Source: an optimization exercise on an open RTL-to-GDS flow (aim: small area, a short achievable clock period and few clock cycles per item). Production flows keep margins and buffers that such runs may drop.
Where RTL was checked, it was by simulation tests only, not by an equivalence proof against the original.
Only the layout flow was run in run 1; the RTL was not checked for function there.

$ cat flow/run.sh
#!/bin/bash
# synth_recipe.tcl (not shown) runs the flow's synth.tcl, then flattens the netlist and writes it again
# the make line also repeats each setting of config.mk as NAME=value (left out here)
make -C /OpenROAD-flow-scripts/flow DESIGN_CONFIG=/design/flow/config.mk WORK_HOME=/design/flow/orfs CLKGATE_MAP_FILE= SYNTH_SCRIPT=/design/flow/synth_recipe.tcl finish
$ cat flow/config.mk
export PLATFORM = sky130hd
export DESIGN_NAME = mul_div_unit
export DESIGN_NICKNAME = mul_div_unit
export VERILOG_FILES = /design/flow/design.v
export SDC_FILE = /design/flow/constraint.sdc
export NUM_CORES = 4
export LEC_CHECK = 0
export ABC_AREA = 1
export CAP_MARGIN = 20
export CORE_MARGIN = 2
export CORE_UTILIZATION = 40
export CTS_BUF_LIST = sky130_fd_sc_hd__clkbuf_8
export SETUP_SLACK_MARGIN = 3.0
export SLEW_MARGIN = 20
$ cat flow/constraint.sdc
create_clock -name core_clock -period 6.5 [get_ports {clk}]
set_input_delay 1.3000 -clock core_clock [delete_from_list [all_inputs] [get_ports {clk}]]
set_output_delay 1.3000 -clock core_clock [all_outputs]
set_load 0.01 [all_outputs]
$ cat flow/design.v
`default_nettype none
module mul_div_unit (
   input  logic        clk,
   input  logic        reset,
   input  logic        req_valid,
   input  logic        req_op,
   input  logic        req_in_1_signed,
   input  logic        req_in_2_signed,
   input  logic        req_out_sel,
   input  logic [31:0] req_in_1,
   input  logic [31:0] req_in_2,
   output logic        req_ready,
   output logic        resp_valid,
   output logic [31:0] resp_result
);
   localparam logic [1:0] PH_STEP = 2'd0;
   localparam logic [1:0] PH_F1   = 2'd1;
   localparam logic [1:0] PH_F2   = 2'd2;
   localparam logic [1:0] PH_F3   = 2'd3;
   logic        busy_q;
   logic [1:0]  ph_q;
   logic [4:0]  cnt_q;
   logic        op_q;       
   logic        sel_q;      
   logic        fa_q;       
   logic        bx_q;       
   logic        nr_q;       
   logic        lead_q;     
   logic        ys1_q, ys2_q, yneg_q, cin_q;
   logic [33:0] acc_q;
   logic [31:0] lo_q;
   logic [31:0] b_q;
   logic        ys1_d, ys2_d, yneg_d, cin_d;
   logic [33:0] acc_d;
   logic [31:0] lo_d;
   logic [31:0] b_d;
   logic [1:0]  ph_d;
   logic        done;
   logic        acc_force;
   logic [4:0]  cnt_d;
   logic        lead_d;
   logic        skip;
   function automatic logic [2:0] booth(input logic [2:0] w);
      booth[0] = w[1] ^ w[0];                        
      booth[1] = (w[2] ^ w[1]) & ~(w[1] ^ w[0]);     
      booth[2] = w[2] & ~(w[1] & w[0]);              
   endfunction
   logic [34:0] bext, ymag, y, x, s;
   logic [35:0] sum;
   logic        q;
   assign bext = {{3{bx_q}}, b_q};
   assign ymag = ({35{ys1_q}} & bext) | ({35{ys2_q}} & {bext[33:0], 1'b0});
   assign y    = ymag ^ {35{yneg_q}};
   assign x    = {acc_q[33], acc_q};
   assign sum  = {x, 1'b1} + {y, cin_q};
   assign s    = sum[35:1];
   assign q    = (s[34] == fa_q);
   logic       step, last, in_a_neg, in_b_neg;
   logic [2:0] bd_in, bd_lo;
   assign step     = (ph_q == PH_STEP);
   assign last     = step & (cnt_q == 5'd0);
   assign in_a_neg = req_in_1_signed & req_in_1[31];
   assign in_b_neg = req_in_1_signed & req_in_2[31];
   assign bd_in    = booth({req_in_1[1:0], 1'b0});
   assign bd_lo    = booth(lo_q[3:1]);
   logic zero_acc;
   assign zero_acc = (acc_q == 34'd0);
   logic [31:0] dlen;       
   logic [33:0] vmag;
   always_comb begin
      dlen[31] = b_q[31] ^ bx_q;
      for (int j = 30; j >= 0; j--) dlen[j] = dlen[j+1] | (b_q[j] ^ bx_q);
   end
   assign vmag = acc_q ^ {34{fa_q}};
   assign skip = lead_q & (cnt_q[4:2] != 3'd0) & dlen[3] & (vmag[33:28] == 6'd0) &
                 ((vmag[27:0] & ~dlen[31:4]) == 28'd0);
   always_comb begin
      ph_d      = ph_q;
      cnt_d     = cnt_q - 5'd1;
      lead_d    = 1'b0;
      done      = 1'b0;
      ys1_d     = 1'b0;
      ys2_d     = 1'b0;
      yneg_d    = 1'b0;
      cin_d     = 1'b0;
      acc_force = 1'b0;
      b_d       = b_q;
      acc_d     = s[33:0];
      lo_d      = s[31:0];
      case (ph_q)
         PH_STEP: begin
            if (!op_q) begin
               acc_d = {s[34], s[34:2]};
               lo_d  = {s[1:0], lo_q[31:2]};
               {yneg_d, ys2_d, ys1_d} = bd_lo;
               cin_d = bd_lo[2];
            end else if (skip) begin
               acc_d     = {acc_q[29:0], lo_q[30:27]};
               lo_d      = {lo_q[27:0], 4'd0};
               cnt_d     = cnt_q - 5'd4;
               lead_d    = 1'b1;
               ys1_d     = 1'b1;
               yneg_d    = (fa_q == bx_q);
               cin_d     = (fa_q == bx_q);
            end else begin
               acc_d  = {s[32:0], lo_q[30]};
               lo_d   = {lo_q[30:0], q};
               ys1_d  = 1'b1;
               yneg_d = (s[34] == bx_q);
               cin_d  = (s[34] == bx_q);
            end
            if (last) begin
               ys2_d  = 1'b0;
               ph_d   = PH_F1;
               if (!op_q) begin
                  ys1_d  = fa_q;
                  yneg_d = 1'b0;
                  cin_d  = 1'b0;
                  done   = ~sel_q;
               end else begin
                  acc_d  = s[33:0];
                  ys1_d  = s[34];
                  yneg_d = s[34] & bx_q;
                  cin_d  = s[34] & bx_q;
                  done   = ~sel_q & ~fa_q & ~nr_q;
               end
            end
         end
         PH_F1: begin
            if (!op_q) begin
               done = 1'b1;
            end else if (sel_q) begin
               done = ~fa_q;
               ph_d = PH_F2;
            end else begin
               b_d = lo_q;
               if (fa_q) begin
                  ph_d = PH_F2;
               end else begin
                  ph_d      = PH_F3;
                  acc_force = 1'b1;
                  ys1_d     = 1'b1;
                  yneg_d    = nr_q;
                  cin_d     = nr_q;
               end
            end
         end
         PH_F2: begin
            ph_d = PH_F3;
            if (sel_q) begin
               ys1_d  = ~zero_acc;
               yneg_d = ~zero_acc & ~bx_q;
               cin_d  = ~zero_acc & ~bx_q;
            end else begin
               acc_force = 1'b1;
               ys1_d     = 1'b1;
               yneg_d    = nr_q;
               cin_d     = nr_q ^ zero_acc;
            end
         end
         default: begin
            done = 1'b1;
         end
      endcase
   end
   always_ff @(posedge clk) begin
      if (reset) begin
         busy_q     <= 1'b0;
         resp_valid <= 1'b0;
      end else if (!busy_q) begin
         busy_q     <= req_valid;
         resp_valid <= 1'b0;
      end else begin
         busy_q     <= ~done;
         resp_valid <= done;
      end
   end
   always_ff @(posedge clk) begin
      if (!busy_q) begin
         ph_q   <= PH_STEP;
         cnt_q  <= req_op ? 5'd31 : 5'd15;
         op_q   <= req_op;
         sel_q  <= req_out_sel;
         fa_q   <= req_op ? in_a_neg : (~req_in_1_signed & req_in_1[31]);
         bx_q   <= (req_op ? req_in_1_signed : req_in_2_signed) & req_in_2[31];
         nr_q   <= (in_a_neg ^ in_b_neg) & (req_in_2 != 32'd0);
         lead_q <= req_op & (req_in_2 != 32'd0);
         if (req_op) begin
            ys1_q  <= 1'b1;
            ys2_q  <= 1'b0;
            yneg_q <= ~(in_a_neg ^ in_b_neg);
            cin_q  <= ~(in_a_neg ^ in_b_neg);
         end else begin
            {yneg_q, ys2_q, ys1_q} <= bd_in;
            cin_q  <= bd_in[2];
         end
         acc_q  <= {{33{req_op & in_a_neg}}, req_op & req_in_1[31]};
         lo_q   <= req_in_1;
         b_q    <= req_in_2;
      end else begin
         ph_q   <= ph_d;
         cnt_q  <= cnt_d;
         lead_q <= lead_d;
         ys1_q  <= ys1_d;
         ys2_q  <= ys2_d;
         yneg_q <= yneg_d;
         cin_q  <= cin_d;
         acc_q  <= acc_force ? 34'd0 : acc_d;
         lo_q   <= lo_d;
         b_q    <= b_d;
      end
   end
   assign req_ready   = ~busy_q;
   assign resp_result = lo_q;
endmodule
`default_nettype wire
==> run summary, run 1 <==
- Status: complete, no violations
- Tcrit/Tclk final: 54.20%
- Cts hold-fix bufs: 0
- Post-route minimum period: 3523 ps
- Dominant synthesized flop cell: dfxtp_1
- Worst Path Required: 6900 ps
- Layout net count: 1855
- Total Wirelength: 42.07 mm
- P&R area growth vs syn: 26.16%
- Full die area: 0.02733 sq mm
- Io pins: 105
- Avg WL per Cell: 20.15 um
- CP dominant cell by count: nand2_1
- CTS buffer count: 17
- Worst-margin pin slew: 895.9 ps
- CP max stage delay: 390 ps
- DRC errors left: 0
- Total Routing Usage GR: 30.09%
- HPWL after DPL: 31.21 mm
- Fin util: 50.84%
- Hold Path Class: reg2reg
- Post-synth EDFFs: 39
- Critical path cell sequence: clkinvlp_4, buf_6, o22ai_1, xor2_1, ha_4, a21oi_1, o21ai_0, a21oi_1, nand3_2, nand2_1, nand2_2, a21oi_2, xnor2_2, buf_4, nand2_1, nand3_1, nand2_1, nand2_1, nand2_1, nand2_1
- Worst skew pair latency: 460 ps
- Placed insts: 2011
- Crit end category: flip-flop
- Fraction of layout cells with a size suffix above 1: 14.66%
- Cell variety after synth: 53
- Filler cell count: 2646
- Mapped cell area: 0.01041 sq mm
- Final Hold Viols: 0
- CP Buf/Inv Count: 3
- Core area: 0.02584 sq mm
- Crit start category: flip-flop
- H-tree Lvls: 4
- Mean number of vias per cell: 5.754
- Syn nets: 1747
- Number of max-cap violations: 0
- Area of the multi-input gates: 0.007237 sq mm
- Worst Hold Slack: 507.3 ps
- Crit-path leading delay family: compound AO/OA/AOI/OAI gates
- Clock buffer depth: 2
- Pins over their slew limit: 0
- TritonCTS clock tree: yes
- Row count: 59
- Antenna viol nets, final: 0
- Number of global-route vias before repair: 10970
- CP Max Fanout: 8
- Starting Density: 40.30%
- Max stage delay cell, worst path: dfxtp_4
- Die Y: 165.3 um
- GRT Residual Overflow: 0
- Root buffer cell: clkbuf_8
- CP arrival: 3920 ps
- DR iter-0 viols: 1410
- Die width: 165.3 um
- Max Clock Skew: 14.24 ps
- Unrepaired setup endpoints after global routing: yes
- Max-slew headroom: 40.27%
- Post-synthesis sequential area ratio: 26.25%
- WS Path Type: reg2reg
- Endpoints failing setup: 0
- Register area: 0.002745 sq mm
- Fmax: 283.9 MHz
- Ant diodes: 0
- Ys async rst share: 0%
- Largest net degree at the start of global routing: 73
- Clock transition at path regs: 70 ps
- Setup TNS: 0 ps
- Finished Layout Cells: 2088
- Post-synthesis average cell area: 6.379 sq um
- First-pass GRT wire length: 61.96 mm
- Gpl congestion: 0.9518
- Syn Inst Count: 1632
- Yosys reg bits: 117
- Vias: 12010
- YS warnings: 1
- Port Buf Inserts: 104
- Clk sink count: 117
- DRT Pass-1 Iters: 6
- Initial antenna violation count: 0
-- layout make-up --
class                      count  share of cell area [%]
sequential                   117                   20.90
inverter                     219                   6.392
timing repair inverter         2                  0.1143
timing repair buffer         160                   11.40
tap                          335                   3.191
clock inverter                15                   1.124
clock buffer                  17                   1.781
multi-input combinational   1223                   55.10
-- metrics by stage --
step / worst slack [ps] / cell area [sq um]
after global routing: 2811 / 13140
final: 2977 / 13140
after detailed placement: 2333 / 11610
after global placement: 2285 / 11610
after floorplan: 3328 / 10420
after CTS: 3001 / 12220
-- flip-flops by register name (all words and copies together), names as in the netlist --
signal and flops:
ys2_q 1, cin_q 1, acc_q 34, b_q 32, lo_q 32, ys1_q 1, cnt_q 5, fa_q 1
busy_q 1, bx_q 1, yneg_q 1, op_q 1, ph_q 2, resp_valid 1, lead_q 1, sel_q 1
nr_q 1
-- cell families (layout without fill, tap and decap cells) --
| group | count (synthesis) | in the layout | share of synthesized area, % |
|---|---|---|---|
| buffers and inverters | 292 | 413 | 11.52 |
| flip-flops | 117 | 117 | 26.25 |
| AO/OA/AOI/OAI | 414 | 414 | 23.55 |
| AND/OR/NAND/NOR | 700 | 700 | 27.85 |
| adder cells (fa/ha/maj) | 44 | 44 | 5.360 |
| XOR/XNOR | 65 | 65 | 5.468 |
-- what timing repair did --
item                       CTS  global route
gates cloned                 2             0
setup endpoints to repair   76            63
gates resized for setup     28           162
pin swaps                    0            45
setup buffers               14            29
-- Yosys cell counts (4+ instances only) --
| library cell | count | area [sq um] |
|---|---|---|
| nand3_1 | 70 | 350.3 |
| buf_6 | 10 | 112.6 |
| clkinv_1 | 5 | 18.77 |
| a31oi_1 | 17 | 106.4 |
| o2111ai_1 | 12 | 105.1 |
| nand2_1 | 435 | 1633 |
| a21oi_1 | 97 | 485.5 |
| dfxtp_1 | 78 | 1562 |
| ha_1 | 43 | 538.0 |
| inv_1 | 209 | 784.5 |
| nor4_1 | 19 | 118.9 |
| o211ai_1 | 31 | 232.7 |
| or2_2 | 7 | 43.79 |
| a211oi_1 | 4 | 30.03 |
| o221ai_1 | 7 | 61.31 |
| edfxtp_1 | 39 | 1171 |
| buf_1 | 12 | 45.04 |
| o22ai_1 | 40 | 250.2 |
| o21ai_0 | 117 | 585.6 |
| inv_2 | 5 | 18.77 |
| o21bai_1 | 7 | 52.55 |
| clkbuf_1 | 40 | 150.1 |
| buf_4 | 6 | 45.04 |
| o21ai_1 | 45 | 225.2 |
| xnor2_1 | 10 | 87.58 |
| buf_2 | 5 | 25.02 |
| nor2_2 | 5 | 31.28 |
| xor2_1 | 55 | 481.7 |
| nor3_1 | 11 | 55.05 |
| o31ai_1 | 7 | 52.55 |
| nor2_1 | 124 | 465.5 |
| nand4_1 | 21 | 131.4 |
| a21o_1 | 6 | 45.04 |
-- layout by cell type (no fill, tap or decap), types with 8 or more instances in the layout --
cell             synthesis  final
o2111ai_1               12     11
a31oi_1                 17     14
nand2_2                  1     26
o21ai_1                 45     51
o21ai_0                117    105
ha_2                     0      9
nor2_2                   5     18
a21oi_1                 97     80
nand4_1                 21     21
nor4_1                  19     17
a21oi_2                  3     15
o211ai_1                31     31
clkbuf_8                 0     17
nor2_1                 124    108
nand3_1                 70     67
inv_1                  209    208
xnor2_1                 10      9
buf_4                    6     51
xor2_2                   0      8
clkdlybuf4s50_1          0    104
o22ai_1                 40     28
inv_2                    5      8
ha_1                    43     27
xor2_1                  55     43
nand2_1                435    409
dfxtp_1                 78     74
o22ai_2                  0     12
edfxtp_1                39     39
nor3_1                  11      8
-- path summary, 6_finish.rpt --
| kind | startpoint | end | slack [ps] | cells past startpoint |
|---|---|---|---|---|
| worst max-delay path | ys1_q$_DFF_P_ | acc_q[26]$_DFF_P_ | 2980 | 20 |
| worst min-delay path | cnt_q[2]$_SDFF_PN1_ | cnt_q[2]$_SDFF_PN1_ | 510 | 2 |
| worst max register to register | ys1_q$_DFF_P_ | acc_q[26]$_DFF_P_ | 2980 | 20 |
| worst min register to register | cnt_q[2]$_SDFF_PN1_ | cnt_q[2]$_SDFF_PN1_ | 510 | 2 |
-- worst min-delay path, cell delays in order, from the launching register on --
cell and delay [ps]:
dfxtp_1 310, nand3_1 70, nand3_1 70
-- metal layers --
metal	share of wire [%]	global-route usage, %
met5	0	0
met4	3.9	12.19
met3	7.8	4.071
met2	44	45.87
met1	44	42.80
==> run 2: changes to the inputs <==
--- a/flow/design.v
+++ b/flow/design.v
@@ -28,8 +28,10 @@
    logic        lead_q;     
    logic        ys1_q, ys2_q, yneg_q, cin_q;
+   logic        zs1_q, zs2_q, zneg_q;        
    logic [33:0] acc_q;
    logic [31:0] lo_q;
    logic [31:0] b_q;
    logic        ys1_d, ys2_d, yneg_d, cin_d;
+   logic        zs1_d, zs2_d, zneg_d;
    logic [33:0] acc_d;
    logic [31:0] lo_d;
@@ -46,16 +48,21 @@
       booth[2] = w[2] & ~(w[1] & w[0]);              
    endfunction
-   logic [34:0] bext, ymag, y, x, s;
-   logic [35:0] sum;
+   logic [34:0] bext, ymag, zmag, y, z;
+   logic [36:0] x, y37, z37, cs_s, cs_c, s;
    logic        q;
    assign bext = {{3{bx_q}}, b_q};
    assign ymag = ({35{ys1_q}} & bext) | ({35{ys2_q}} & {bext[33:0], 1'b0});
+   assign zmag = ({35{zs1_q}} & bext) | ({35{zs2_q}} & {bext[33:0], 1'b0});
    assign y    = ymag ^ {35{yneg_q}};
-   assign x    = {acc_q[33], acc_q};
-   assign sum  = {x, 1'b1} + {y, cin_q};
-   assign s    = sum[35:1];
+   assign z    = zmag ^ {35{zneg_q}};
+   assign x    = {{3{acc_q[33]}}, acc_q};
+   assign y37  = {{2{y[34]}}, y};
+   assign z37  = {z, zneg_q, cin_q};
+   assign cs_s = x ^ y37 ^ z37;
+   assign cs_c = {(x[35:0] & y37[35:0]) | (x[35:0] & z37[35:0]) | (y37[35:0] & z37[35:0]), zneg_q};
+   assign s    = cs_s + cs_c + {36'd0, zneg_q};
    assign q    = (s[34] == fa_q);
    logic       step, last, in_a_neg, in_b_neg;
-   logic [2:0] bd_in, bd_lo;
+   logic [2:0] bd_in, bd_lo, bd_in2, bd_lo2;
    assign step     = (ph_q == PH_STEP);
    assign last     = step & (cnt_q == 5'd0);
@@ -63,5 +70,7 @@
    assign in_b_neg = req_in_1_signed & req_in_2[31];
    assign bd_in    = booth({req_in_1[1:0], 1'b0});
-   assign bd_lo    = booth(lo_q[3:1]);
+   assign bd_in2   = booth(req_in_1[3:1]);
+   assign bd_lo    = booth(lo_q[5:3]);
+   assign bd_lo2   = booth(lo_q[7:5]);
    logic zero_acc;
    assign zero_acc = (acc_q == 34'd0);
@@ -84,4 +93,7 @@
       yneg_d    = 1'b0;
       cin_d     = 1'b0;
+      zs1_d     = 1'b0;
+      zs2_d     = 1'b0;
+      zneg_d    = 1'b0;
       acc_force = 1'b0;
       b_d       = b_q;
@@ -91,8 +103,9 @@
          PH_STEP: begin
             if (!op_q) begin
-               acc_d = {s[34], s[34:2]};
-               lo_d  = {s[1:0], lo_q[31:2]};
+               acc_d = {s[36], s[36:4]};
+               lo_d  = {s[3:0], lo_q[31:4]};
                {yneg_d, ys2_d, ys1_d} = bd_lo;
                cin_d = bd_lo[2];
+               {zneg_d, zs2_d, zs1_d} = bd_lo2;
             end else if (skip) begin
                acc_d     = {acc_q[29:0], lo_q[30:27]};
@@ -112,4 +125,7 @@
             if (last) begin
                ys2_d  = 1'b0;
+               zs1_d  = 1'b0;
+               zs2_d  = 1'b0;
+               zneg_d = 1'b0;
                ph_d   = PH_F1;
                if (!op_q) begin
@@ -179,5 +195,5 @@
       if (!busy_q) begin
          ph_q   <= PH_STEP;
-         cnt_q  <= req_op ? 5'd31 : 5'd15;
+         cnt_q  <= req_op ? 5'd31 : 5'd7;
          op_q   <= req_op;
          sel_q  <= req_out_sel;
@@ -191,7 +207,9 @@
             yneg_q <= ~(in_a_neg ^ in_b_neg);
             cin_q  <= ~(in_a_neg ^ in_b_neg);
+            {zneg_q, zs2_q, zs1_q} <= 3'b000;
          end else begin
             {yneg_q, ys2_q, ys1_q} <= bd_in;
             cin_q  <= bd_in[2];
+            {zneg_q, zs2_q, zs1_q} <= bd_in2;
          end
          acc_q  <= {{33{req_op & in_a_neg}}, req_op & req_in_1[31]};
@@ -206,4 +224,7 @@
          yneg_q <= yneg_d;
          cin_q  <= cin_d;
+         zs1_q  <= zs1_d;
+         zs2_q  <= zs2_d;
+         zneg_q <= zneg_d;
          acc_q  <= acc_force ? 34'd0 : acc_d;
          lo_q   <= lo_d;
==> run summary, run 2 <==
- Status: complete, no violations
- CTS buffer count: 17 (unchanged)
- Share of the synthesized area in the top cell type: 15.36% (-0.32 points)
- Max Clock Skew: 13.52 ps (-0.7236 ps)
- Port Buf Inserts: 104 (unchanged)
- Unrepaired setup endpoints after global routing: yes
- Crit end category: flip-flop
- Starting Density: 40.60% (+0.30 points)
- Post-synth top area cell: nand2_1
- Clock buffer depth: 2 (unchanged)
- Reg with most FFs: acc_q
- Most frequent cells in the layout: 435 x nand2_1, 198 x inv_1, 104 x clkdlybuf4s50_1
- Total Routing Usage GR: 35.37% (+5.3 points)
- Setup TNS: 0 ps (unchanged)
- WS Path Type: reg2reg
- Die width: 180.0 um (+8.9%)
- Ys async rst share: 0% (unchanged)
- Antenna viol nets, final: 0 (unchanged)
- Worst Path Required: 6860 ps (-40 ps)
- CP Buf/Inv Count: 4 (+1)
- Max-slew headroom: 23.60% (-17 points)
- DRT Pass-1 Iters: 5 (-1)
- Largest net degree at the start of global routing: 86 (+18%)
- Root buffer cell: clkbuf_8
- TritonCTS clock tree: yes
- Largest cells by area after synthesis: nand2_1 15%, dfxtp_1 13%, edfxtp_1 9.5%
- Worst skew pair latency: 480 ps (+20 ps)
- YS warnings: 1 (unchanged)
- Crit-path leading delay family: compound AO/OA/AOI/OAI gates
- CP arrival: 4230 ps (+310 ps)
- Vias: 14490 (+21%)
- CP max stage delay: 510 ps (+120 ps)
- P&R area growth vs syn: 40.37%
- Clock transition at path regs: 90 ps (+20 ps)
- Syn Inst Count: 1901 (+16%)
- Yosys reg bits: 120 (+2.6%)
- Layout net count: 2216 (+19%)
- HPWL after DPL: 43.89 mm (+41%)
- DRC errors left: 0 (unchanged)
- Fmax: 258.1 MHz (-9.1%)
- Cts hold-fix bufs: 0 (unchanged)
- Post-synthesis sequential area ratio: 22.55% (-3.7 points)
- Crit start category: flip-flop
- Post-synthesis average cell area: 6.516 sq um (+2.1%)
- Mapped cell area: 0.01239 sq mm (+19%)
- Cell variety after synth: 49 (-7.5%)
- Fraction of layout cells with a size suffix above 1: 26.06% (+11 points)
- Initial antenna violation count: 1 (+1)
- Die Y: 180.0 um (+8.9%)
- Setup ws final: 2626 ps (-351.6 ps)
- Pins over their slew limit: 0 (unchanged)
- CP Max Fanout: 8 (unchanged)
- Io pins: 105 (unchanged)
- Max reg flops: 34 (unchanged)
- Clk sink count: 120 (+2.6%)
- Row count: 64 (+8.5%)
- Endpoints failing setup: 0 (unchanged)
- Core area: 0.03051 sq mm (+18%)
- Syn nets: 2058 (+18%)
- GRT Residual Overflow: 0 (unchanged)
- Final Hold Viols: 0 (unchanged)
- Number of global-route vias before repair: 14110 (+29%)
- Worst-margin pin slew: 1145 ps (+248.9 ps)
- Dominant synthesized flop cell: dfxtp_1
- Post-route minimum period: 3874 ps (+351.6 ps)
- Full die area: 0.03239 sq mm (+19%)
- Tcrit/Tclk final: 59.61% (+5.4 points)
- Max stage delay cell, worst path: fa_1
- Avg WL per Cell: 24.17 um (+20%)
- Most common cell after layout, fill and taps aside: nand2_1
- Critical path cell sequence: clkinvlp_4, buf_8, o22ai_2, xor2_1, fa_1, ha_4, inv_1, o21bai_1, a31oi_1, buf_4, o21ai_1, a21oi_2, o21ai_4, xor2_4, or2_1, o21ai_0, nand2_1, o2111ai_1, nand2_1
- Most frequent cells after synthesis: 507 x nand2_1, 234 x inv_1, 126 x nor2_1
- Pre-CTS WS: 1378 ps (-954.2 ps)
- Largest registers: acc_q: 34 flops, b_q: 32 flops, lo_q: 32 flops
- H-tree Lvls: 4 (unchanged)
- Total Wirelength: 59.67 mm (+42%)
- Number of max-cap violations: 0 (unchanged)
- DR iter-0 viols: 1549 (+9.9%)
- Most common cell in the synthesized netlist: nand2_1
- Gpl congestion: 0.9875 (+3.8%)
- Mean number of vias per cell: 5.867 (+2.0%)
- Hold Path Class: reg2reg
- Post-synth EDFFs: 39 (unchanged)
- CP dominant cell by count: nand2_1
- First-pass GRT wire length: 86.38 mm (+39%)
==> run 2: path summary, 6_finish.rpt <==
check,endpoint,cells past startpoint,start,slack (ps)
worst min register to register,cnt_q[2]$_SDFF_PN1_,2,cnt_q[2]$_SDFF_PN1_,490
worst max-delay path,acc_q[26]$_DFF_P_,19,ys1_q$_DFF_P_,2630
worst max register to register,acc_q[26]$_DFF_P_,19,ys1_q$_DFF_P_,2630
worst min-delay path,cnt_q[2]$_SDFF_PN1_,2,cnt_q[2]$_SDFF_PN1_,490
==> run 2: worst reg2reg max path, delay by kind of cell (launching register included) <==
kind                     cells  cell delay, ps
flip-flops                   1             410
adder cells (fa/ha/maj)      2             780
buffers and inverters        4             700
XOR/XNOR                     2             420
AND/OR/NAND/NOR              3             370
AO/OA/AOI/OAI                8            1070
==> run 2: repair_timing <==
action / CTS / global route
endpoints found under the setup margin: 67 / 69
endpoints found under the hold margin: 0 / 0
gates resized for setup: 410 / 138
cloned: 2 / 1
pin swaps: 132 / 89
setup buffers: 64 / 34
==> run 2: logic make-up after synthesis <==
| family | Yosys count | share of synthesized area [%] |
|---|---|---|
| AOI/OAI and AO/OA | 452 | 21.47 |
| xor gates and xnor gates | 99 | 7.000 |
| adders and majority gates | 86 | 10.87 |
| buffers and inverters | 329 | 10.69 |
| DFF | 120 | 22.55 |
| and+or+nand+nor | 815 | 27.42 |
==> run 2: routing by layer <==
| layer | part of all wire (%) | global-route usage [%] | vias up |
|---|---|---|---|
| met5 | 0 | 0 | - |
| met3 | 8.5 | 6.037 | 207 |
| met1 | 40 | 44.47 | 6807 |
| li1 | - | - | 6642 |
| met2 | 46 | 57.90 | 830 |
| met4 | 6.2 | 19.09 | 0 |
==> run 2: final cells by class <==
class | instances | area (sq um)
clock inverter | 14 | 221.5
inverter | 240 | 927.1
timing repair buffer | 225 | 2091
sequential | 120 | 2813
clock buffer | 18 | 247.7
multi-input combinational | 1453 | 10580
antenna | 1 | 2.502
fill | 2894 | 13120
tap | 396 | 495.5
timing repair inverter | 2 | 15.01
==> run 2: through the flow <==
step                instance area (sq um)  std cells  utilization, %  hold slack [ps]
floorplan                           12400       1901               -            459.4
global placement                    13700       2335           44.90            475.4
detailed placement                  13700       2335           44.90            479.8
CTS                                 16470       2433           53.99            495.1
global route                        17390       2469           56.99            522.4
finish                              17390       2469           56.99            490.1
Testbench counts of run 2, summed over its fixed seeds: cycles 32,397, items 2,400.
==> run 3: changes to the inputs <==
--- a/flow/config.mk
+++ b/flow/config.mk
@@ -6,5 +6,4 @@
 export NUM_CORES = 4
 export LEC_CHECK = 0
-export ABC_AREA = 1
 export CAP_MARGIN = 20
 export CORE_MARGIN = 2
@@ -13,2 +12,3 @@
 export SETUP_SLACK_MARGIN = 3.0
 export SLEW_MARGIN = 20
+export TNS_END_PERCENT = 0
==> run summary, run 3 <==
- Post-synth EDFFs: 39 (unchanged)
- Setup TNS: 0 ps (unchanged)
- YS warnings: 1 (unchanged)
- Crit end category: flip-flop
- Max stage delay cell, worst path: edfxtp_1
- Ant diodes: 0 (-1)
- DRC errors left: 0 (unchanged)
- Most frequent cells in the layout: 121 x nor2_1, 118 x a21oi_1, 104 x clkdlybuf4s50_1
- Largest registers: acc_q: 34 flops, b_q: 32 flops, lo_q: 32 flops
- Reg with most FFs: acc_q
- Worst skew pair latency: 470 ps (about the same)
- Cell variety after synth: 71 (+45%)
- Critical path cell sequence: buf_4, a22oi_2, xnor2_1, fa_1, ha_4, nand4_1, o21bai_1, a211o_1, nor2b_1, a211oi_4, nor2_4, buf_4, xnor2_2, o21ai_0, a21oi_1, a211o_1
- DR iter-0 viols: 1202 (-22%)
- Area of the multi-input gates: 0.008588 sq mm (-19%)
- Post-synthesis average cell area: 8.312 sq um (+28%)
- Post-synthesis compound-gate area fraction: 26.77% (+5.3 points)
- Initial antenna violation count: 0 (-1)
- Tcrit/Tclk final: 64.35% (+4.7 points)
- Pins over their slew limit: 0 (unchanged)
- Clock buffer depth: 2 (unchanged)
- Mux cell area share after synthesis: 7.641% (+7.6 points)
- GRT Residual Overflow: 0 (unchanged)
- Dominant synthesized flop cell: dfxtp_1
- Mapped cell area: 0.01145 sq mm (-7.6%)
- Worst-margin pin slew: 1069 ps (-76.06 ps)
- Share of the synthesized area in the top cell type: 14.17% (-1.2 points)
- Finished Layout Cells: 1854 (-25%)
- Root buffer cell: clkbuf_8
- Antenna viol nets, final: 0 (unchanged)
- Most common cell in the synthesized netlist: a21oi_1
- Syn nets: 1534 (-25%)
- Endpoints failing setup: 0 (unchanged)
- Io pins: 105 (unchanged)
- Placed insts: 1778 (-24%)
- Most common cell after layout, fill and taps aside: nor2_1
- Number of max-cap violations: 0 (unchanged)
- Total Routing Usage GR: 27.80% (-7.6 points)
- TritonCTS clock tree: yes
- Xor-xnor portion of the synthesized cell area: 9.565% (+2.6 points)
- Post-route minimum period: 4183 ps (+308.5 ps)
- CTS buffer count: 17 (unchanged)
- Mean number of vias per cell: 6.273 (+6.9%)
- Core area: 0.02801 sq mm (-8.2%)
- WS Path Type: reg2reg
- Synth Area in Adders: 11.76% (+0.89 points)
- Max-slew headroom: 28.49% (+4.9 points)
- Clock transition at path regs: 80 ps (about the same)
- Gpl congestion: 0.9318 (-5.6%)
- Fmax: 239.1 MHz (-7.4%)
- Full die area: 0.02998 sq mm (-7.4%)
- Number of global-route vias before repair: 10910 (-23%)
- Post-synthesis sequential area ratio: 24.40% (+1.9 points)
- Die Y: 173.2 um (-3.8%)
- P&R area growth vs syn: 22.20%
- Worst Path Required: 6850 ps (about the same)
- Syn Inst Count: 1377 (-28%)
- Yosys reg bits: 120 (unchanged)
- Final Hold Viols: 0 (unchanged)
- Max Clock Skew: 16.37 ps (+2.849 ps)
- Unrepaired setup endpoints after global routing: yes
- Ys async rst share: 0% (unchanged)
- Fraction of layout cells with a size suffix above 1: 14.91% (-11 points)
- Register area: 0.002819 sq mm (+0.22%)
- First-pass GRT wire length: 64.83 mm (-25%)
- Layout net count: 1620 (-27%)
- Most frequent cells after synthesis: 124 x a21oi_1, 123 x nor2_1, 103 x xnor2_1
- Largest net degree at the start of global routing: 88 (+2.3%)
- CP arrival: 4530 ps (+300 ps)
- Max reg flops: 34 (unchanged)
- Row count: 61 (-4.7%)
- CP Max Fanout: 7 (-1)
- Die width: 173.2 um (-3.8%)
- Starting Density: 40.86% (+0.26 points)
- Crit start category: flip-flop
- Hold Path Class: reg2reg
- CP max stage delay: 570 ps (+60 ps)
- Largest cells by area after synthesis: dfxtp_1 14%, edfxtp_1 10%, xnor2_1 7.9%
- Post-synth top area cell: dfxtp_1
- Avg WL per Cell: 23.33 um (-3.4%)
- DRT Pass-1 Iters: 6 (+1)
- Total Wirelength: 43.26 mm (-27%)
- Port Buf Inserts: 104 (unchanged)
- HPWL after DPL: 31.77 mm (-28%)
- Post-Synth Simple-Gate Area: 14.21% (-13 points)
- Filler cell count: 2641 (-8.7%)
- Largest family of logic cells by synthesized area: compound AO/OA/AOI/OAI gates
- Vias: 11630 (-20%)
- Clk sink count: 120 (unchanged)
- Status: complete, no violations
- H-tree Lvls: 4 (unchanged)
## run 3: changes by cell type after synthesis, moves of 29 or more
cell,before,now
o22ai_1,69,17
mux2_2,0,43
o21ai_1,53,4
a211oi_1,0,44
o211ai_1,45,16
xnor2_1,10,103
inv_1,234,43
a22oi_1,1,80
mux2i_1,0,39
o21ai_0,120,78
xor2_1,89,22
nand3_1,97,34
a21oi_1,82,124
nand2_1,507,68
## run 3: kinds of logic (layout without fill, tap and decap cells)
family,count (synthesis),in the layout
buf+inv,150,247
compound gates,471,471
flops,120,120
fa+ha+maj,86,86
xor+xnor,125,125
simple gates,343,345
mux,82,82
## run 3: worst paths after layout
kind | start | endpoint | slack, ps | cells after the start
setup / recovery | b_q[17]$_DFFE_PP_ | acc_q[29]$_DFF_P_ | 2320 | 16
hold reg to reg | busy_q$_SDFF_PP0_ | cnt_q[2]$_SDFF_PN1_ | 590 | 1
hold / removal | busy_q$_SDFF_PP0_ | cnt_q[2]$_SDFF_PN1_ | 590 | 1
setup reg to reg | b_q[17]$_DFFE_PP_ | acc_q[29]$_DFF_P_ | 2320 | 16
## run 3: through the flow
| step | worst slack [ps] | instance area, sq um | hold slack (ps) | utilization [%] |
|---|---|---|---|---|
| after floorplan | 2746 | 11840 | 531.9 | - |
| after global placement | 1637 | 12970 | 565.9 | 46.30 |
| after detailed placement | 1597 | 12970 | 579.7 | 46.30 |
| after global routing | 2186 | 13990 | 627.0 | 49.94 |
| after CTS | 2369 | 13790 | 592.7 | 49.22 |
| final | 2317 | 13990 | 588.4 | 49.94 |
## run 3: routing by layer
metal | vias up | global-route usage [%] | part of all wire [%]
met3 | 92 | 4.837 | 9.1
met4 | 0 | 10.28 | 3.8
met1 | 5612 | 39.62 | 45
met2 | 617 | 42.00 | 43
li1 | 5309 | - | -
met5 | - | 0 | 0
## run 3: worst max-delay path: cells and delay by family, from the launching register on
family          cells  cell delay (ps)
xor+xnor            2              390
flops               1              570
simple gates        3              340
fa+ha+maj           2              830
buf+inv             2              370
compound gates      7             1570
## run 3: area by class of cell
class | count | area share, %
Inverter | 46 | 1.234
Clock buffer | 18 | 1.771
Sequential cell | 120 | 20.15
Multi-Input combinational cell | 1109 | 61.40
Tap cell | 378 | 3.381
Clock inverter | 14 | 0.6798
Timing Repair Buffer | 169 | 11.38
## run 3: timing repair
action,CTS,global route
pin swaps,26,8
hold endpoints to repair,0,0
setup endpoints to repair,75,78
hold buffers,0,0
setup buffers,27,15
resized for setup,47,11
gates cloned,1,1
==> run 4: changes to the inputs <==
==> flow/flow/run.sh (new file) <==
#!/bin/bash
# The standard layout (the standard.sh: ORFS synthesis to final layout), with the
# input and output port buffers made from sky130_fd_sc_hd__buf_1 instead of the cell
# buffer_ports picks on its own. Everything else is the standard flow unchanged.
set -euo pipefail
export BUFFER_PORTS_ARGS="-buffer_cell sky130_fd_sc_hd__buf_1"
bash standard.sh > standard_flow.log 2>&1
==> flow/standard.sh (new file) <==
#!/bin/bash
# synth_recipe.tcl (not shown) runs the flow's synth.tcl, then flattens the netlist and writes it again
# the make line also repeats each setting of config.mk as NAME=value (left out here)
make -C /OpenROAD-flow-scripts/flow DESIGN_CONFIG=/design/flow/config.mk WORK_HOME=/design/flow/orfs CLKGATE_MAP_FILE= SYNTH_SCRIPT=/design/flow/synth_recipe.tcl "${@:-finish}"
--- a/flow/config.mk
+++ b/flow/config.mk
@@ -6,4 +6,5 @@
 export NUM_CORES = 4
 export LEC_CHECK = 0
+export ABC_AREA = 1
 export CAP_MARGIN = 20
 export CORE_MARGIN = 2
@@ -12,3 +13,2 @@
 export SETUP_SLACK_MARGIN = 3.0
 export SLEW_MARGIN = 20
-export TNS_END_PERCENT = 0
removed: flow/run.sh
==> run summary, run 4 <==
- Gpl congestion: 1.015 (+8.9%)
- Clk sink count: 120 (unchanged)
- Worst Hold Slack: 496.0 ps (-92.43 ps)
- CTS buffer count: 17 (unchanged)
- Worst-margin pin slew: 1128 ps (+59.60 ps)
- DR iter-0 viols: 1890 (+57%)
- H-tree Lvls: 4 (unchanged)
- Largest registers: acc_q: 34 flops, b_q: 32 flops, lo_q: 32 flops
- Max-slew headroom: 24.69% (-3.8 points)
- Status: complete, no violations
- Ant diodes: 0 (unchanged)
- Tcrit/Tclk final: 62.60% (-1.8 points)
- Port Buf Inserts: 104 (unchanged)
- DRC errors left: 0 (unchanged)
- Syn Inst Count: 1901 (+38%)
- P&R area growth vs syn: 44.75%
- Full die area: 0.03239 sq mm (+8.0%)
- Post-synthesis sequential area ratio: 22.55% (-1.9 points)
- Io pins: 105 (unchanged)
- Reg with most FFs: acc_q
- Avg WL per Cell: 23.65 um (+1.4%)
- Syn nets: 2058 (+34%)
- Largest cells by area after synthesis: nand2_1 15%, dfxtp_1 13%, edfxtp_1 9.5%
- Crit end category: flip-flop
- Largest net degree at the start of global routing: 95 (+8.0%)
- Fraction of layout cells with a size suffix above 1: 30.46% (+16 points)
- Die width: 180.0 um (+3.9%)
- HPWL after DPL: 41.85 mm (+32%)
- CP arrival: 4410 ps (-120 ps)
- Post-route minimum period: 4069 ps (-113.8 ps)
- Critical path endpoint: yneg_q$_DFF_P_
- Most common cell after layout, fill and taps aside: nand2_1
- Crit start category: flip-flop
- Share of the synthesized area in the top cell type: 15.36% (+1.2 points)
- Die Y: 180.0 um (+3.9%)
- Hold Path Class: reg2reg
- Most common cell in the synthesized netlist: nand2_1
- Pre-CTS WS: 1504 ps (-92.83 ps)
- WS Path Type: reg2reg
- Area of the multi-input gates: 0.01115 sq mm (+30%)
- Worst r2r path cells: 27 (+11)
- Initial antenna violation count: 0 (unchanged)
- First-pass GRT wire length: 83.84 mm (+29%)
- Most frequent cells in the layout: 421 x nand2_1, 193 x inv_1, 110 x buf_4
- Number of global-route vias before repair: 13900 (+27%)
- Total Routing Usage GR: 33.78% (+6.0 points)
- TritonCTS clock tree: yes
- Reg2reg end: yneg_q$_DFF_P_
- Dominant synthesized flop cell: dfxtp_1
- Final Hold Viols: 0 (unchanged)
- Mapped cell area: 0.01239 sq mm (+8.2%)
- Crit path from: ys2_q$_DFF_P_
- Row count: 64 (+4.9%)
- Worst Path Required: 6840 ps (about the same)
- Setup ws final: 2431 ps (+113.8 ps)
- YS warnings: 1 (unchanged)
- Layout net count: 2258 (+39%)
- Root buffer cell: clkbuf_8
- Worst skew pair latency: 480 ps (about the same)
- Cell variety after synth: 49 (-31%)
- Post-synthesis average cell area: 6.516 sq um (-22%)
- Clock transition at path regs: 80 ps (about the same)
- Mean number of vias per cell: 6.010 (-4.2%)
- R2r setup slk: 2430 ps (+110 ps)
- GRT Residual Overflow: 0 (unchanged)
- Post-Place Cell Area: 0.01303 sq mm (+0.44%)
- CP Max Fanout: 6 (-1)
- Fmax: 245.8 MHz (+2.8%)
- Fin util: 58.77% (+8.8 points)
- Post-synth EDFFs: 39 (unchanged)
- Antenna viol nets, final: 0 (unchanged)
- Hold Crit Start: cnt_q[2]$_SDFF_PN1_
- Ys async rst share: 0% (unchanged)
- Design area: 0.01793 sq mm (+28%)
- Vias: 15090 (+30%)
- DRT Pass-1 Iters: 6 (unchanged)
- Max Clock Skew: 13.82 ps (-2.545 ps)
- Filler cell count: 2714 (+2.8%)
- Total Wirelength: 59.37 mm (+37%)
- Post-synth top area cell: nand2_1
- Setup TNS: 0 ps (unchanged)
- Endpoints failing setup: 0 (unchanged)
- Pins over their slew limit: 0 (unchanged)
- Unrepaired setup endpoints after global routing: yes
- Register area: 0.002811 sq mm (-0.27%)
- Max reg flops: 34 (unchanged)
- Clock buffer depth: 2 (unchanged)
- Number of max-cap violations: 0 (unchanged)
- Yosys reg bits: 120 (unchanged)
- Starting Density: 40.60% (-0.26 points)
- Core area: 0.03051 sq mm (+8.9%)
- Origin of the critical flop-to-flop path: ys2_q$_DFF_P_
- Most frequent cells after synthesis: 507 x nand2_1, 234 x inv_1, 126 x nor2_1
run 4: cell count changes in the layout (fill, tap and decap cells not counted), sizes merged, moves of 65 or more:
cell	change
nand3	+65
buf	+202
nand2	+440
xnor2	-93
a22oi	-79
clkdlybuf4s50	-104
xor2	+67
o21ai	+96
inv	+189
run 4: repair_timing:
item / in CTS / in global routing
gates cloned: 4 / 1
gates resized for setup: 340 / 326
hold buffers: 0 / 0
buffers inserted: 72 / 69
pin swaps: 108 / 184
setup endpoints to repair: 67 / 69
run 4: cell families (layout without fill, tap and decap cells):
kind of cell	Yosys count	count (layout)	share of synthesized area, %
fa+ha+maj	86	86	10.87
simple gates	815	816	27.42
compound gates	452	452	21.47
flops	120	120	22.55
buf+inv	329	541	10.69
xor+xnor	99	99	7.000
run 4: worst min-delay path by stage:
| stage | end | slack (ps) | cells past startpoint |
|---|---|---|---|
| 4_1_cts | cnt_q[2]$_SDFF_PN1_ | 500 | 2 |
| 6_report | cnt_q[2]$_SDFF_PN1_ | 500 | 2 |
| 3_5_place_dp | cnt_q[2]$_SDFF_PN1_ | 480 | 2 |
| 5_1_grt | cnt_q[2]$_SDFF_PN1_ | 550 | 1 |
| 2_1_floorplan | cnt_q[2]$_SDFF_PN1_ | 460 | 2 |
| 3_3_place_gp | cnt_q[2]$_SDFF_PN1_ | 470 | 2 |
run 4: worst max-delay path: stages (launching register included):
cell,delay (ps)
dfxtp_2,350
clkinvlp_4,190
buf_8,190
o22ai_2,160
xor2_1,310
fa_1,530
ha_4,290
nand2_1,70
nand2_1,50
inv_2,100
o21ai_4,70
buf_4,140
nand2_1,50
nand2_1,50
nand2_1,80
nand2_2,90
nand2_2,100
nand4_1,220
nand2_4,180
nand2_2,80
nand2_2,80
nand2_1,60
nand2_1,70
nand2_1,60
nand3_2,110
nand3_2,80
nand2_1,70
nand2_2,70
run 4: stage by stage:
step | instances
floorplan | 1901
global placement | 2332
detailed placement | 2332
CTS | 2440
global route | 2510
finish | 2510
run 4: per-layer routing:
metal	track usage [%]	routed length (um)	vias to the layer above
li1	-	-	6724
met1	44.19	23280	7126
met2	54.36	27070	992
met3	5.956	5502	243
met4	15.41	3512	0
met5	0	0	-
run 4: cell type report:
cell class                 instances  share of cell area (%)
multi-input combinational       1453                   62.16
sequential                       120                   15.68
timing repair buffer             269                   11.56
inverter                         240                   5.359
tap                              396                   2.763
clock buffer                      18                   1.382
clock inverter                    14                   1.089
==> run 5: changes to the inputs <==
--- a/flow/config.mk
+++ b/flow/config.mk
@@ -6,5 +6,4 @@
 export NUM_CORES = 4
 export LEC_CHECK = 0
-export ABC_AREA = 1
 export CAP_MARGIN = 20
 export CORE_MARGIN = 2
@@ -13,2 +12,3 @@
 export SETUP_SLACK_MARGIN = 3.0
 export SLEW_MARGIN = 20
+export TNS_END_PERCENT = 0
==> run summary, run 5 <==
- Status: complete, no violations
- Clock buffer depth: 2 (unchanged)
- Antenna viol nets, final: 0 (unchanged)
- Most frequent cells in the layout: 121 x nor2_1, 121 x a21oi_1, 104 x buf_1
- WS Path Type: reg2reg
- R2r setup slk: 2230 ps (-200 ps)
- Most frequent cells after synthesis: 124 x a21oi_1, 123 x nor2_1, 103 x xnor2_1
- CP arrival: 4570 ps (+160 ps)
- Tcrit/Tclk final: 65.64% (+3.0 points)
- Mux cell area share after synthesis: 7.641% (+7.6 points)
- Io pins: 105 (unchanged)
- Worst Path Required: 6810 ps (-30 ps)
- Die Y: 173.2 um (-3.8%)
- Mapped cell area: 0.01145 sq mm (-7.6%)
- Die width: 173.2 um (-3.8%)
- DRC errors left: 0 (unchanged)
- Vias: 11610 (-23%)
- Reg2reg end: ys1_q$_DFF_P_
- Endpoints failing setup: 0 (unchanged)
- Reg with most FFs: acc_q
- Number of max-cap violations: 0 (unchanged)
- Max reg flops: 34 (unchanged)
- Layout net count: 1592 (-29%)
- Ys async rst share: 0% (unchanged)
- First-pass GRT wire length: 63.78 mm (-24%)
- Ant diodes: 0 (unchanged)
- Post-synthesis compound-gate area fraction: 26.77% (+5.3 points)
- Port Buf Inserts: 104 (unchanged)
- CP Buf/Inv Count: 2 (-2)
- Crit start category: flip-flop
- Crit-path leading delay family: compound AO/OA/AOI/OAI gates
- Root buffer cell: clkbuf_8
- Gpl congestion: 0.9482 (-6.6%)
- Max stage delay cell, worst path: edfxtp_1
- Fmax: 234.4 MHz (-4.6%)
- Crit path depth: 15 (-44%)
- TritonCTS clock tree: yes
- Origin of the critical flop-to-flop path: b_q[7]$_DFFE_PP_
- Post-Synth Simple-Gate Area: 14.21% (-13 points)
- Largest registers: acc_q: 34 flops, b_q: 32 flops, lo_q: 32 flops
- CP max stage delay: 530 ps (about the same)
- DR iter-0 viols: 1204 (-36%)
- CTS buffer count: 17 (unchanged)
- Post-synthesis sequential area ratio: 24.40% (+1.9 points)
- Full die area: 0.02998 sq mm (-7.4%)
- Mean number of vias per cell: 6.359 (+5.8%)
- Clock transition at path regs: 70 ps (about the same)
- Post-synthesis average cell area: 8.312 sq um (+28%)
- P&R area growth vs syn: 14.54%
- Total Routing Usage GR: 27.16% (-6.6 points)
- Row count: 61 (-4.7%)
- Initial antenna violation count: 0 (unchanged)
- H-tree Lvls: 4 (unchanged)
- Post-route minimum period: 4267 ps (+197.5 ps)
- GRT Residual Overflow: 0 (unchanged)
- Yosys reg bits: 120 (unchanged)
- Dominant synthesized flop cell: dfxtp_1
- Critical path cell sequence: buf_4, a22oi_2, xnor2_1, fa_1, ha_4, nand4_1, o41ai_4, a211oi_2, a211oi_2, buf_4, nor2_4, o31ai_4, xor2_2, o21ai_0, a31oi_2
- Starting Density: 40.86% (+0.26 points)
- Number of global-route vias before repair: 10880 (-22%)
- Final Hold Viols: 0 (unchanged)
- Post-synth EDFFs: 39 (unchanged)
- Pins over their slew limit: 0 (unchanged)
- Max Clock Skew: 22.06 ps (+8.244 ps)
- Hold Path Class: reg2reg
- Clk sink count: 120 (unchanged)
- Critical path endpoint: ys1_q$_DFF_P_
- Fin util: 46.80% (-12 points)
- Xor-xnor portion of the synthesized cell area: 9.565% (+2.6 points)
- CP Max Fanout: 6 (unchanged)
- Cell variety after synth: 71 (+45%)
- Syn Inst Count: 1377 (-28%)
- Crit path from: b_q[7]$_DFFE_PP_
- Largest cells by area after synthesis: dfxtp_1 14%, edfxtp_1 10%, xnor2_1 7.9%
- HPWL after DPL: 31.00 mm (-26%)
- DRT Pass-1 Iters: 6 (unchanged)
- Max-slew headroom: 34.92% (+10 points)
- Total Wirelength: 41.87 mm (-29%)
- Largest net degree at the start of global routing: 81 (-15%)
- Core area: 0.02801 sq mm (-8.2%)
- Post-synth top area cell: dfxtp_1
- Crit end category: flip-flop
- Finished Layout Cells: 1826 (-27%)
- Placed insts: 1776 (-24%)
- Setup TNS: 0 ps (unchanged)
- Synth Area in Adders: 11.76% (+0.89 points)
- Worst r2r path cells: 15 (-44%)
- Fraction of layout cells with a size suffix above 1: 12.98% (-17 points)
- Worst skew pair latency: 470 ps (about the same)
- Syn nets: 1534 (-25%)
- Unrepaired setup endpoints after global routing: yes
- Largest family of logic cells by synthesized area: compound AO/OA/AOI/OAI gates
- Most common cell in the synthesized netlist: a21oi_1
- Avg WL per Cell: 22.93 um (-3.1%)
- Share of the synthesized area in the top cell type: 14.17% (-1.2 points)
- Worst-margin pin slew: 972.7 ps (-155.7 ps)
- YS warnings: 1 (unchanged)
[run 5: cell count changes in the layout (fill, tap and decap cells not counted), sizes merged, moves of 43 or more]
cell,previous run,this run
nand2,508,68
inv,236,46
buf,266,142
o21ai,178,82
xnor2,10,103
a22oi,1,80
xor2,89,22
nand3,99,34
o22ai,69,18
a211oi,0,44
mux2,0,43
[run 5: layout make-up]
type,instances,area [sq um]
Multi-Input combinational cell,1108,8469
Timing Repair Buffer,142,718.2
Sequential cell,120,2819
Tap cell,378,473.0
Inverter,46,172.7
Fill cell,2771,14900
Clock inverter,15,224.0
Clock buffer,17,234.0
[run 5: layer usage]
| layer | vias up | track usage [%] | share of wire (%) |
|---|---|---|---|
| li1 | 5240 | - | - |
| met1 | 5582 | 38.37 | 44 |
| met2 | 677 | 40.82 | 43 |
| met3 | 112 | 3.980 | 9.1 |
| met4 | 0 | 12.50 | 4.6 |
| met5 | - | 0 | 0 |
[run 5: cell families (layout without fill, tap and decap cells)]
| family | count (synthesis) | count (layout) |
|---|---|---|
| XOR/XNOR | 125 | 125 |
| buffers and inverters | 150 | 220 |
| AO/OA/AOI/OAI | 471 | 471 |
| multiplexers | 82 | 82 |
| flip-flops | 120 | 120 |
| AND/OR/NAND/NOR | 343 | 344 |
| adder cells (fa/ha/maj) | 86 | 86 |
[run 5: tightest hold or removal path: stages, from the launching register on]
cell     delay (ps)
dfxtp_1         310
inv_1           110
xnor2_1          90
nand2_1          50
[run 5: repair_timing]
action,CTS,global route
endpoints found under the hold margin,0,0
endpoints found under the setup margin,76,74
pin swaps,6,3
cloned,1,0
gates resized for setup,34,7
hold buffers,0,0
buffers inserted,13,4
[run 5: stage by stage]
step	worst slack (ps)	area [sq um]	hold WS (ps)
after floorplan	2746	11840	531.9
after global placement	1483	12300	558.5
after detailed placement	1476	12310	568.5
after CTS	2333	13050	592.5
after global routing	2109	13110	613.3
final	2233	13110	587.2
[run 5: how the worst min path moves through the flow]
stage,start,to,slack (ps),cells after the start
floorplan,cnt_q[2]$_SDFF_PN1_,cnt_q[2]$_SDFF_PN1_,530,3
global placement,cnt_q[2]$_SDFF_PN1_,cnt_q[2]$_SDFF_PN1_,560,3
detailed placement,cnt_q[2]$_SDFF_PN1_,cnt_q[2]$_SDFF_PN1_,570,3
CTS,cnt_q[2]$_SDFF_PN1_,cnt_q[2]$_SDFF_PN1_,590,3
global route,cnt_q[2]$_SDFF_PN1_,cnt_q[2]$_SDFF_PN1_,610,3
finish,cnt_q[2]$_SDFF_PN1_,cnt_q[2]$_SDFF_PN1_,590,3
==> run 6: changes to the inputs <==
--- a/flow/design.v
+++ b/flow/design.v
@@ -82,6 +82,6 @@
    end
    assign vmag = acc_q ^ {34{fa_q}};
-   assign skip = lead_q & (cnt_q[4:2] != 3'd0) & dlen[3] & (vmag[33:28] == 6'd0) &
-                 ((vmag[27:0] & ~dlen[31:4]) == 28'd0);
+   assign skip = lead_q & (cnt_q >= 5'd5) & dlen[4] & (vmag[33:27] == 7'd0) &
+                 ((vmag[26:0] & ~dlen[31:5]) == 27'd0);
    always_comb begin
       ph_d      = ph_q;
@@ -109,7 +109,7 @@
                {zneg_d, zs2_d, zs1_d} = bd_lo2;
             end else if (skip) begin
-               acc_d     = {acc_q[29:0], lo_q[30:27]};
-               lo_d      = {lo_q[27:0], 4'd0};
-               cnt_d     = cnt_q - 5'd4;
+               acc_d     = {acc_q[28:0], lo_q[30:26]};
+               lo_d      = {lo_q[26:0], 5'd0};
+               cnt_d     = cnt_q - 5'd5;
                lead_d    = 1'b1;
                ys1_d     = 1'b1;
@@ -183,10 +183,13 @@
       if (reset) begin
          busy_q     <= 1'b0;
+         req_ready  <= 1'b1;
          resp_valid <= 1'b0;
       end else if (!busy_q) begin
          busy_q     <= req_valid;
+         req_ready  <= ~req_valid;
          resp_valid <= 1'b0;
       end else begin
          busy_q     <= ~done;
+         req_ready  <= done;
          resp_valid <= done;
       end
@@ -232,5 +235,4 @@
       end
    end
-   assign req_ready   = ~busy_q;
    assign resp_result = lo_q;
 endmodule
--- a/flow/config.mk
+++ b/flow/config.mk
@@ -10,5 +10,5 @@
 export CORE_UTILIZATION = 40
 export CTS_BUF_LIST = sky130_fd_sc_hd__clkbuf_8
-export SETUP_SLACK_MARGIN = 3.0
+export SETUP_SLACK_MARGIN = 3.5
 export SLEW_MARGIN = 20
 export TNS_END_PERCENT = 0
==> run summary, run 6 <==
- Max-slew headroom: 15.20% (-20 points)
- Placed insts: 1744 (-1.8%)
- Crit start category: flip-flop
- Core area: 0.02801 sq mm (unchanged)
- YS warnings: 1 (unchanged)
- Worst Path Required: 6790 ps (-20 ps)
- First-pass GRT wire length: 63.62 mm (-0.25%)
- CP max stage delay: 550 ps (+20 ps)
- Largest net degree at the start of global routing: 83 (+2.5%)
- WS Path Type: reg2reg
- Worst skew pair latency: 450 ps (-20 ps)
- Largest registers: acc_q: 34 flops, b_q: 32 flops, lo_q: 32 flops
- Mean number of vias per cell: 6.300 (-0.93%)
- Cts hold-fix bufs: 0 (unchanged)
- Vias: 11460 (-1.3%)
- Post-synth top area cell: dfxtp_1
- Most common cell in the synthesized netlist: xnor2_1
- Port Buf Inserts: 104 (unchanged)
- P&R area growth vs syn: 18.57%
- Initial antenna violation count: 0 (unchanged)
- Most common cell after layout, fill and taps aside: buf_1
- Critical path cell sequence: buf_6, a22oi_2, xnor2_2, fa_2, ha_4, nand2_4, nor4_4, buf_4, nand2_2, o21ai_4, o2111ai_2, and3_1, a311o_2, and2_4, o22ai_2, a21oi_2
- Unrepaired setup endpoints after global routing: yes
- Clk sink count: 121 (+0.83%)
- Ant diodes: 0 (unchanged)
- Share of the synthesized area in the top cell type: 14.69% (+0.53 points)
- Syn Inst Count: 1344 (-2.4%)
- DRT Pass-1 Iters: 5 (-1)
- CP Buf/Inv Count: 2 (unchanged)
- Tcrit/Tclk final: 62.84% (-2.8 points)
- Max reg flops: 34 (unchanged)
- Syn nets: 1500 (-2.2%)
- Most frequent cells in the layout: 104 x buf_1, 100 x nor2_1, 92 x xnor2_1
- Clock buffer depth: 2 (unchanged)
- Post-route minimum period: 4085 ps (-181.8 ps)
- Post-synthesis sequential area ratio: 24.40% (about the same)
- Row count: 61 (unchanged)
- Root buffer cell: clkbuf_8
- Full die area: 0.02998 sq mm (about the same)
- Number of global-route vias before repair: 10730 (-1.4%)
- Die Y: 173.1 um (about the same)
- DRC errors left: 0 (unchanged)
- Die width: 173.1 um (about the same)
- Post-synth EDFFs: 37 (-5.1%)
- Most frequent cells after synthesis: 106 x xnor2_1, 101 x nor2_1, 92 x nand2_1
- Setup TNS: 0 ps (unchanged)
- Crit end category: flip-flop
- Starting Density: 40.85% (about the same)
- Total Routing Usage GR: 27.03% (-0.13 points)
- Crit-path leading delay family: compound AO/OA/AOI/OAI gates
- Gpl congestion: 0.9105 (-4.0%)
- Yosys reg bits: 121 (+0.83%)
- Ys async rst share: 0% (unchanged)
- CTS buffer count: 17 (unchanged)
- Reg with most FFs: acc_q
- Io pins: 105 (unchanged)
- Fmax: 244.8 MHz (+4.5%)
- Hold Path Class: reg2reg
- Post-synthesis average cell area: 8.514 sq um (+2.4%)
- Fraction of layout cells with a size suffix above 1: 17.42% (+4.4 points)
- CP Max Fanout: 7 (+1)
- Total Wirelength: 42.18 mm (+0.74%)
- Finished Layout Cells: 1819 (-0.38%)
- Mapped cell area: 0.01144 sq mm (about the same)
- Antenna viol nets, final: 0 (unchanged)
- Dominant synthesized flop cell: dfxtp_1
- Layout net count: 1584 (-0.50%)
- H-tree Lvls: 4 (unchanged)
- GRT Residual Overflow: 0 (unchanged)
- Avg WL per Cell: 23.19 um (+1.1%)
- TritonCTS clock tree: yes
- Max Clock Skew: 17.06 ps (-5.008 ps)
- HPWL after DPL: 30.50 mm (-1.6%)
- Final Hold Viols: 0 (unchanged)
- CP arrival: 4370 ps (-200 ps)
- Largest cells by area after synthesis: dfxtp_1 15%, edfxtp_1 9.7%, xnor2_1 8.1%
- Worst-margin pin slew: 1267 ps (+294.6 ps)
- Status: complete, no violations
- Endpoints failing setup: 0 (unchanged)
- Clock transition at path regs: 70 ps (about the same)
- Pins over their slew limit: 0 (unchanged)
- Max stage delay cell, worst path: edfxtp_1
- Cell variety after synth: 77 (+8.5%)
- Number of max-cap violations: 0 (unchanged)
- DR iter-0 viols: 1141 (-5.2%)
run 6: kinds of logic after synthesis:
| logic type | count (synthesis) | synth area share [%] |
|---|---|---|
| DFF | 121 | 24.40 |
| AOI/OAI and AO/OA | 450 | 27.09 |
| and+or+nand+nor | 324 | 13.53 |
| muxes | 76 | 7.096 |
| buffers and inverters | 151 | 5.642 |
| xor gates and xnor gates | 135 | 10.40 |
| adders and majority gates | 87 | 11.84 |
run 6: area by class of cell:
class	count	area [sq um]
Fill cell	2719	14440
Multi-Input combinational cell	1073	8743
Sequential cell	121	2809
Timing Repair Buffer	165	948.4
Tap cell	378	473.0
Clock buffer	20	275.3
Inverter	50	187.7
Clock inverter	12	131.4
run 6: timing repair:
action,CTS,global route
endpoints found under the setup margin,73,73
setup buffers,26,16
cloned,1,0
pin swaps,36,29
gates resized for setup,84,49
run 6: per-stage QoR:
stage | setup WS [ps] | utilization [%] | area [sq um] | hold slack, ps
after floorplan | 2815 | - | 11650 | 375.3
after global placement | 1422 | 43.32 | 12130 | 388.9
after detailed placement | 1451 | 43.32 | 12130 | 391.1
after CTS | 2596 | 47.16 | 13210 | 407.2
after global routing | 2322 | 48.44 | 13570 | 424.3
final | 2415 | 48.44 | 13570 | 400.1
run 6: path summary, 6_finish.rpt:
kind | end | slack, ps | depth (start not counted) | start
worst min-delay path | cnt_q[0]$_SDFF_PN1_ | 400 | 1 | cnt_q[0]$_SDFF_PN1_
worst max register to register | acc_q[32]$_DFF_P_ | 2420 | 16 | b_q[14]$_DFFE_PP_
worst max-delay path | acc_q[32]$_DFF_P_ | 2420 | 16 | b_q[14]$_DFFE_PP_
worst min register to register | cnt_q[0]$_SDFF_PN1_ | 400 | 1 | cnt_q[0]$_SDFF_PN1_
run 6: worst reg2reg max path, delay by kind of cell (launching register included):
family | cells | cell delay [ps]
simple gates | 5 | 800
xor+xnor | 1 | 170
flops | 1 | 550
fa+ha+maj | 2 | 830
compound gates | 6 | 1200
buf+inv | 2 | 370
run 6: routing by layer:
| metal | up-vias | GRT usage [%] | part of all wire (%) |
|---|---|---|---|
| li1 | 5163 | - | - |
| met1 | 5590 | 38.33 | 44 |
| met2 | 629 | 42.17 | 45 |
| met3 | 77 | 3.430 | 8.5 |
| met4 | 0 | 9.710 | 3.0 |
| met5 | - | 0 | 0 |
Testbench counts of run 6, summed over its fixed seeds: cycles 31,433, items 2,400.

==> re-timing with driven ports <==
The results above use ideal ports. As a check the final layouts listed here were re-extracted and re-timed, cells and wires unchanged. Step 1 (the two cells are an assumption about what drives the block):
set clk [get_ports {clk}]
set_driving_cell -lib_cell sky130_fd_sc_hd__clkbuf_16 $clk
set_driving_cell -lib_cell sky130_fd_sc_hd__buf_2 [delete_from_list [all_inputs] $clk]
Step 2 adds t to the input delays and takes it off the output delays; t is the mean of the earliest and latest rising clock arrival at the registers after step 1. Input paths then give back, and output paths get back, about the clock's delay inside the block. Three values: ideal ports, drivers, drivers and shift; two values: the first two.
run	t, ns	slack for setup (ns)	cell pins on the clock port's net
run 1	0.496	2.977 / 2.977 / 2.977	1
run 2	0.517	2.626 / 2.626 / 2.626	1
run 3	0.498	2.317 / 2.317 / 2.317	1
run 4	0.519	2.431 / 2.431 / 2.431	1
run 5	0.495	2.233 / 2.233 / 2.233	1
run 6	0.486	2.415 / 2.415 / 2.415	1
After both steps setup and hold are still met in every run listed.
